From an optimization exercise on the open Yosys and OpenROAD flow, aimed at small area, a short achievable clock period and few clock cycles per item; shortcuts taken in it are not production practice. RTL that was checked went through simulation tests only; none was proved equivalent to the original.

==> flow/design.v <==
`default_nettype none
package rv_m_pkg;
    localparam int unsigned xlen = 32;
    typedef enum logic [2:0] {
        op_mul    = 3'd0,   
        op_mulh   = 3'd1,   
        op_mulhsu = 3'd2,   
        op_mulhu  = 3'd3,   
        op_div    = 3'd4,
        op_divu   = 3'd5,
        op_rem    = 3'd6,
        op_remu   = 3'd7
    } muldiv_op_e;
    localparam int unsigned op_div_bit = 2;
endpackage
`default_nettype wire
`default_nettype none
package muldiv_pkg;
    typedef struct packed {
        logic [2:0]                   op;   
        logic [31:0]                  a;
        logic [31:0]                  b;
    } muldiv_req_t;
    typedef struct packed {
        logic [31:0]                  quotient;
        logic [31:0]                  remainder;
    } div_result_t;
    localparam int unsigned div_iterations = 32;
    localparam int unsigned mul_iterations = 32;
    typedef enum logic [1:0] {
        div_idle, div_init, div_divide, div_finish
    } div_state_e;
    typedef enum logic [1:0] {
        mul_idle, mul_run, mul_finish
    } mul_state_e;
    typedef enum logic [1:0] {
        seq_idle, seq_mul, seq_div
    } seq_state_e;
endpackage
`default_nettype wire
`timescale 1ns/1ps
`default_nettype none
module muldiv_unit (
    input  logic                           clk,
    input  logic                           reset,
    input  logic                           req,
    input  muldiv_pkg::muldiv_req_t        req_data,
    output logic                           busy,
    output logic                           result_valid,
    output logic [rv_m_pkg::xlen-1:0]      result
);
    function automatic logic [5:0] bitlen(input logic [31:0] v);
        logic [15:0] v16;
        logic [7:0]  v8;
        logic [3:0]  v4;
        logic [1:0]  v2;
        logic        z16, z8, z4, z2, z1;
        z16 = ~|v[31:16];
        v16 = z16 ? v[15:0] : v[31:16];
        z8  = ~|v16[15:8];
        v8  = z8 ? v16[7:0] : v16[15:8];
        z4  = ~|v8[7:4];
        v4  = z4 ? v8[3:0] : v8[7:4];
        z2  = ~|v4[3:2];
        v2  = z2 ? v4[1:0] : v4[3:2];
        z1  = ~v2[1];
        if (v == 32'b0)
            bitlen = 6'd0;
        else
            bitlen = 6'd32 - {1'b0, z16, z8, z4, z2, z1};
    endfunction
    logic s_idle, s_mstep, s_mfin, s_div1, s_dstep, s_dfin;
    logic [32:0]  x;        
    logic [31:0]  q;        
    logic [32:0]  d;        
    logic [4:0]   cnt;      
    logic [5:0]   la, lb;   
    logic         swp;      
    logic         first;    
    logic [2:0]   op;
    logic         a_neg;    
    logic         bz;       
    logic         triv;     
    logic         rv;
    logic [2:0]   r_op;
    logic [31:0]  r_a, r_b, r_as, r_bs;
    logic         r_div, r_a_signed, r_b_signed, r_swap;
    logic [7:0]   ta, tb;
    assign r_op = req_data.op;
    assign r_a  = req_data.a;
    assign r_b  = req_data.b;
    assign r_div      = r_op[2];
    assign r_a_signed = !(r_op[0] && (r_op[1] || r_op[2]));       
    assign r_b_signed = (r_op == 3'd0) || (r_op == 3'd1) || (r_op == 3'd4) || (r_op == 3'd6);
    assign r_as = r_a ^ {32{r_a_signed & r_a[31]}};
    assign r_bs = r_b ^ {32{r_b_signed & r_b[31]}};
    always_comb begin
        for (int i = 0; i < 8; i++) begin
            ta[i] = |(r_as >> (4 * i));
            tb[i] = |(r_bs >> (4 * i));
        end
    end
    assign r_swap = !r_div && |(ta & ~tb);
    logic [31:0] r_sm;
    logic        r_corr, r_triv;
    always_comb begin
        r_sm = r_as;
        for (int i = 1; i < 32; i = i * 2)
            r_sm = r_sm | (r_sm >> i);
    end
    assign r_corr = r_a_signed & r_a[31] & !(r_b_signed & r_b[31]);
    assign r_triv = (r_b == 32'b0)
                    || |(r_bs & ~(r_corr ? {r_sm[30:0], 1'b1} : r_sm));
    logic        is_rem, mul_lo, q_neg;
    logic [6:0]  kdiff;
    logic [4:0]  k;
    logic [5:0]  lm;
    logic [4:0]  mtgt;      
    logic        madd;      
    logic        m_last, d_last, fix;
    logic        finishing, accept;
    assign is_rem = op[1];
    assign mul_lo = (op[1:0] == 2'd0);
    assign q_neg  = a_neg ^ d[32];
    assign kdiff  = {1'b0, la} - {1'b0, lb};
    assign k      = kdiff[4:0];
    assign lm     = swp ? lb : la;
    assign madd   = lm[5];
    assign mtgt   = madd ? 5'd15 : lm[5:1];
    assign m_last = (cnt == mtgt);
    assign d_last = (cnt == 5'd0);
    assign fix    = is_rem && x[32] && a_neg;      
    assign finishing = s_mfin || (s_div1 && triv) || (s_dstep && d_last && !is_rem && !q_neg)
                       || (s_dfin && !fix);
    assign busy   = !(s_idle || finishing);
    assign accept = req && !busy;
    logic [34:0] add_a, add_b, sum, dx;
    logic        c_ax, c_aq, c_ainv, c_one, c_two, c_binv, c_cin;
    logic        ax, aq, ainv, bone, btwo, binv, cin;
    assign dx   = {{2{d[32]}}, d};
    assign ax   = c_ax;
    assign aq   = c_aq;
    assign ainv = c_ainv;
    assign bone = c_one;
    assign btwo = c_two;
    assign binv = c_binv;
    assign cin  = c_cin;
    assign add_a = (({{2{x[32]}}, x} & {35{ax}}) | ({3'b0, q} & {35{aq}})) ^ {35{ainv}};
    assign add_b = (({35{bone}} & dx) | ({35{btwo}} & {dx[33:0], 1'b0})) ^ {35{binv}};
    muldiv_add35 u_add (
        .a   (add_a),
        .b   (add_b),
        .cin (cin),
        .s   (sum)
    );
    logic [31:0] fh, fl;
    logic [4:0]  fs;
    logic [94:0] fsh;
    logic [32:0] fun;
    always_comb begin
        if (s_div1) begin
            fh = {d[32], d[32:2]};
            fl = {d[1:0], 30'b0};
            fs = k;
        end else if (mul_lo) begin
            fh = x[31:0];
            fl = q;
            fs = {mtgt[3:0], 1'b0};
        end else begin
            fh = {32{x[31]}};
            fl = x[31:0];
            fs = {mtgt[3:0], 1'b0};
        end
    end
    assign fsh = {31'b0, fh, fl} << fs;
    assign fun = fsh[62:30];
    logic n_mstep, n_mfin, n_div1, n_dstep, n_dfin, n_first;
    assign n_mstep = accept ? !r_div : (s_mstep && !m_last);
    assign n_mfin  = !accept && s_mstep && m_last;
    assign n_div1  = accept && r_div;
    assign n_dstep = !accept && ((s_div1 && !triv) || (s_dstep && !d_last));
    assign n_dfin  = !accept && ((s_dstep && d_last && !finishing) || (s_dfin && fix));
    assign n_first = accept;
    logic [2:0] bt;
    logic       nb_one, nb_two, nb_neg;
    logic       f_one, f_two, f_neg;       
    logic       nx32;                        
    logic       r_a_neg;
    always_comb begin
        bt = first ? x[3:1] : q[3:1];
        nb_one = bt[1] ^ bt[0];
        nb_two = (bt == 3'b011) || (bt == 3'b100);
        nb_neg = bt[2];
    end
    assign f_one   = r_swap ? r_b[0] : r_a[0];
    assign f_two   = r_swap ? (r_b[1] & !r_b[0]) : (r_a[1] & !r_a[0]);
    assign f_neg   = r_swap ? r_b[1] : r_a[1];
    assign r_a_neg = r_a_signed && r_a[31];
    assign nx32    = sum[32];
    logic k_ax, k_aq, k_ainv, k_one, k_two, k_binv, k_cin;
    logic k_mstep, k_mfin, k_dstep, k_dfin;
    assign k_mstep = s_mstep && !m_last;
    assign k_mfin  = s_mstep && m_last;
    assign k_dstep = (s_div1 && !triv) || (s_dstep && !d_last);
    assign k_dfin  = (s_dstep && d_last && !finishing) || (s_dfin && fix);
    assign k_ax    = k_mstep || k_mfin || k_dstep || (k_dfin && is_rem);
    assign k_aq    = k_dfin && !is_rem;
    assign k_ainv  = k_dfin && (!is_rem || (!nx32 && a_neg));
    assign k_one   = (k_mstep && nb_one) || k_mfin || k_dstep || (k_dfin && is_rem && nx32);
    assign k_two   = k_mstep && nb_two;
    assign k_binv  = (k_mstep && nb_neg) || (k_dstep && (nx32 ~^ d[32]))
                     || (k_dfin && is_rem && nx32 && d[32]);
    assign k_cin   = (k_mstep && nb_neg) || (k_dstep && (nx32 ~^ d[32]))
                     || (k_dfin && (!is_rem || (nx32 ? d[32] : a_neg)));
    always_ff @(posedge clk) begin
        if (accept) begin
            c_ax   <= r_div;
            c_aq   <= 1'b0;
            c_ainv <= r_div && r_a_neg;
            c_one  <= !r_div && f_one;
            c_two  <= !r_div && f_two;
            c_binv <= !r_div && f_neg;
            c_cin  <= r_div ? r_a_neg : f_neg;
        end else begin
            c_ax   <= k_ax;
            c_aq   <= k_aq;
            c_ainv <= k_ainv;
            c_one  <= k_one;
            c_two  <= k_two;
            c_binv <= k_binv;
            c_cin  <= k_cin;
        end
    end
    always_ff @(posedge clk) begin
        if (reset) begin
            s_idle  <= 1'b1;
            s_mstep <= 1'b0;
            s_mfin  <= 1'b0;
            s_div1  <= 1'b0;
            s_dstep <= 1'b0;
            s_dfin  <= 1'b0;
            rv      <= 1'b0;
        end else begin
            rv      <= finishing;
            s_idle  <= !accept && (s_idle || finishing);
            s_mstep <= n_mstep;
            s_mfin  <= n_mfin;
            s_div1  <= n_div1;
            s_dstep <= n_dstep;
            s_dfin  <= n_dfin;
        end
    end
    logic [32:0] ld_x, ld_d, x_n, d_n;
    logic [31:0] q_n;
    logic        d_en;
    logic        q_sum, q_fun, q_tx, q_t1;
    assign ld_x = r_swap ? {r_b_signed & r_b[31], r_b} : {r_a_signed & r_a[31], r_a};
    assign ld_d = r_swap ? {r_a_signed & r_a[31], r_a} : {r_b_signed & r_b[31], r_b};
    assign x_n  = ({33{s_mstep}} & sum[34:2])
                | ({33{(s_div1 || s_dstep || s_dfin) && !accept}} & sum[32:0])
                | ({33{accept}} & ld_x);
    assign d_en = accept || s_div1 || (s_dstep && !d_last);
    assign d_n  = ({33{accept}} & ld_d)
                | ({33{s_div1 && !accept}} & fun)
                | ({33{s_dstep && !accept}} & {d[32], d[32:1]});
    assign q_sum = (s_mfin && madd) || s_dfin;
    assign q_fun = s_mfin && !madd;
    assign q_tx  = s_div1 && triv && is_rem;
    assign q_t1  = s_div1 && triv && !is_rem && bz;
    assign q_n   = ({32{q_sum}} & sum[31:0])
                 | ({32{q_fun}} & fun[31:0])
                 | ({32{s_mstep && first}}  & {sum[1:0], x[31:2]})
                 | ({32{s_mstep && !first}} & {sum[1:0], q[31:2]})
                 | ({32{s_dstep}} & {q[30:0], !sum[32]})
                 | ({32{q_tx}} & x[31:0])
                 | {32{q_t1}};
    always_ff @(posedge clk) begin
        x <= x_n;
        if (d_en) d <= d_n;
        q <= q_n;
    end
    always_ff @(posedge clk) begin
        if (accept) begin
            op      <= r_op;
            swp     <= r_swap;
            first   <= 1'b1;
            a_neg   <= r_div & r_a_signed & r_a[31];
            bz      <= (r_b == 32'b0);
            triv    <= r_triv;
            la      <= bitlen((r_div && r_corr) ? {r_as[30:0], 1'b1} : r_as);
            lb      <= bitlen(r_bs);
            cnt     <= 5'd0;
        end else begin
            if (s_mstep) begin
                first <= 1'b0;
                cnt   <= cnt + 5'd1;
            end
            if (s_div1)
                cnt <= k;
            if (s_dstep)
                cnt <= cnt - 5'd1;
        end
    end
    assign result_valid = rv;
    assign result       = q;
endmodule
module muldiv_add35 (
    input  logic [34:0] a,
    input  logic [34:0] b,
    input  logic        cin,
    output logic [34:0] s
);
    assign s = a + b + {34'b0, cin};
endmodule
`default_nettype wire
export LEC_CHECK = 0
export CAP_MARGIN = 20
export CORE_MARGIN = 2
export CORE_UTILIZATION = 45
export CTS_BUF_LIST = sky130_fd_sc_hd__clkbuf_4 sky130_fd_sc_hd__clkbuf_8
export SETUP_SLACK_MARGIN = 1.0
export SLEW_MARGIN = 20
export SYNTH_HIERARCHICAL = 1
export SYNTH_MINIMUM_KEEP_SIZE = 0
create_clock -name core_clock -period 5.0 [get_ports {clk}]
standard.sh (not shown) runs the stock make flow with config.mk's settings and CLKGATE_MAP_FILE= SYNTH_SCRIPT=/design/flow/synth_recipe.tcl, a recipe that flattens the netlist after the stock synthesis.
==> flow/flow/run.sh <==
#!/bin/bash
# Standard layout, with small fast buffers on the ports instead of ORFS's default
# port buffer. ORFS's own logs stay under orfs/logs; make's output goes to standard.log.
set -euo pipefail
export BUFFER_PORTS_ARGS="-buffer_cell sky130_fd_sc_hd__buf_2"
bash standard.sh > standard.log 2>&1
==> next run, changes <==
--- a/flow/design.v
+++ b/flow/design.v
@@ -81,5 +81,5 @@
     logic         a_neg;    
     logic         bz;       
-    logic         triv;     
+    logic         corr;     
     logic         rv;
     logic [2:0]   r_op;
@@ -102,14 +102,6 @@
     end
     assign r_swap = !r_div && |(ta & ~tb);
-    logic [31:0] r_sm;
-    logic        r_corr, r_triv;
-    always_comb begin
-        r_sm = r_as;
-        for (int i = 1; i < 32; i = i * 2)
-            r_sm = r_sm | (r_sm >> i);
-    end
+    logic        r_corr;
     assign r_corr = r_a_signed & r_a[31] & !(r_b_signed & r_b[31]);
-    assign r_triv = (r_b == 32'b0)
-                    || |(r_bs & ~(r_corr ? {r_sm[30:0], 1'b1} : r_sm));
     logic        is_rem, mul_lo, q_neg;
     logic [6:0]  kdiff;
@@ -123,6 +115,8 @@
     assign mul_lo = (op[1:0] == 2'd0);
     assign q_neg  = a_neg ^ d[32];
-    assign kdiff  = {1'b0, la} - {1'b0, lb};
+    assign kdiff  = {1'b0, la} - {1'b0, lb} + {6'b0, corr};
     assign k      = kdiff[4:0];
+    logic        triv;
+    assign triv   = bz || kdiff[6];
     assign lm     = swp ? lb : la;
     assign madd   = lm[5];
@@ -206,11 +200,18 @@
     assign k_ax    = k_mstep || k_mfin || k_dstep || (k_dfin && is_rem);
     assign k_aq    = k_dfin && !is_rem;
-    assign k_ainv  = k_dfin && (!is_rem || (!nx32 && a_neg));
-    assign k_one   = (k_mstep && nb_one) || k_mfin || k_dstep || (k_dfin && is_rem && nx32);
+    logic k_ainv0, k_ainv1, k_one0, k_one1, k_binv0, k_binv1, k_cin0, k_cin1;
+    assign k_ainv0 = k_dfin && (!is_rem || a_neg);
+    assign k_ainv1 = k_dfin && !is_rem;
+    assign k_one0  = (k_mstep && nb_one) || k_mfin || k_dstep;
+    assign k_one1  = k_one0 || (k_dfin && is_rem);
+    assign k_binv0 = (k_mstep && nb_neg) || (k_dstep && !d[32]);
+    assign k_binv1 = (k_mstep && nb_neg) || (k_dstep && d[32]) || (k_dfin && is_rem && d[32]);
+    assign k_cin0  = (k_mstep && nb_neg) || (k_dstep && !d[32]) || (k_dfin && (!is_rem || a_neg));
+    assign k_cin1  = (k_mstep && nb_neg) || (k_dstep && d[32]) || (k_dfin && (!is_rem || d[32]));
+    assign k_ainv  = nx32 ? k_ainv1 : k_ainv0;
+    assign k_one   = nx32 ? k_one1 : k_one0;
     assign k_two   = k_mstep && nb_two;
-    assign k_binv  = (k_mstep && nb_neg) || (k_dstep && (nx32 ~^ d[32]))
-                     || (k_dfin && is_rem && nx32 && d[32]);
-    assign k_cin   = (k_mstep && nb_neg) || (k_dstep && (nx32 ~^ d[32]))
-                     || (k_dfin && (!is_rem || (nx32 ? d[32] : a_neg)));
+    assign k_binv  = nx32 ? k_binv1 : k_binv0;
+    assign k_cin   = nx32 ? k_cin1 : k_cin0;
     always_ff @(posedge clk) begin
         if (accept) begin
@@ -268,11 +269,13 @@
     assign q_tx  = s_div1 && triv && is_rem;
     assign q_t1  = s_div1 && triv && !is_rem && bz;
-    assign q_n   = ({32{q_sum}} & sum[31:0])
+    logic [31:0] q_o;       
+    assign q_o   = ({32{q_sum}} & sum[31:0])
                  | ({32{q_fun}} & fun[31:0])
                  | ({32{s_mstep && first}}  & {sum[1:0], x[31:2]})
                  | ({32{s_mstep && !first}} & {sum[1:0], q[31:2]})
-                 | ({32{s_dstep}} & {q[30:0], !sum[32]})
+                 | ({32{s_dstep}} & {q[30:0], 1'b0})
                  | ({32{q_tx}} & x[31:0])
                  | {32{q_t1}};
+    assign q_n   = {q_o[31:1], s_dstep ? !sum[32] : q_o[0]};
     always_ff @(posedge clk) begin
         x <= x_n;
@@ -287,6 +290,6 @@
             a_neg   <= r_div & r_a_signed & r_a[31];
             bz      <= (r_b == 32'b0);
-            triv    <= r_triv;
-            la      <= bitlen((r_div && r_corr) ? {r_as[30:0], 1'b1} : r_as);
+            la      <= bitlen(r_as);
+            corr    <= r_div && r_corr;
             lb      <= bitlen(r_bs);
             cnt     <= 5'd0;
What happened:
- The changed run completed with no timing, DRC or antenna violations
- cell area goes down by about 6%
- die area drops by about 7%
- setup slack is better by 0.0060 ns
- hold slack hardly moves
- first-iteration DRC count falls by 5.2%
- routed wire length shrinks by 4.1%
- sequential cell count is unchanged
- cell count falls by about 7%
- fmax is about the same
- clock skew increases by 0.0059 ns
- critical path depth shrinks by 3
- count of clock-buffer cells in the layout goes up by 2
- via count falls by 7.2%
Testbench counts after the change, summed over its fixed seeds: cycles 18,461, ops 2,400.
The RTL of the first run of this note was laid out without a check of its function.

static timing again, ports no longer ideal:
In the flow no input, the clock included, has a driving cell. The finished layouts below were timed again as built, in two steps.
Step 1 (the two cells are an assumption about what drives the block):
set clk [get_ports {clk}]
set_driving_cell -lib_cell sky130_fd_sc_hd__clkbuf_16 $clk
set_driving_cell -lib_cell sky130_fd_sc_hd__buf_2 [delete_from_list [all_inputs] $clk]
Step 2 moves the port delays by t, midway between the first and last clock arrival at a register: inputs arrive t later, outputs are due t later. That takes back most of the time a late clock gives input paths.
a / b / c = ideal / step 1 / step 2; a / b = the first two.
| run | t (ns) | slack for setup (ns) | worst data-port slew with drivers (ns) |
|---|---|---|---|
| the first run | 0.546 | 1.038 / 1.038 / 0.512 | 0.07 |
| the second run | 0.571 | 1.044 / 1.031 / 0.636 | 0.04 |
After both steps setup and hold are still met in every run listed. The setup slack of the first run, which loses most, moves by 0.000 ns with the drivers and by -0.526 ns with both steps.
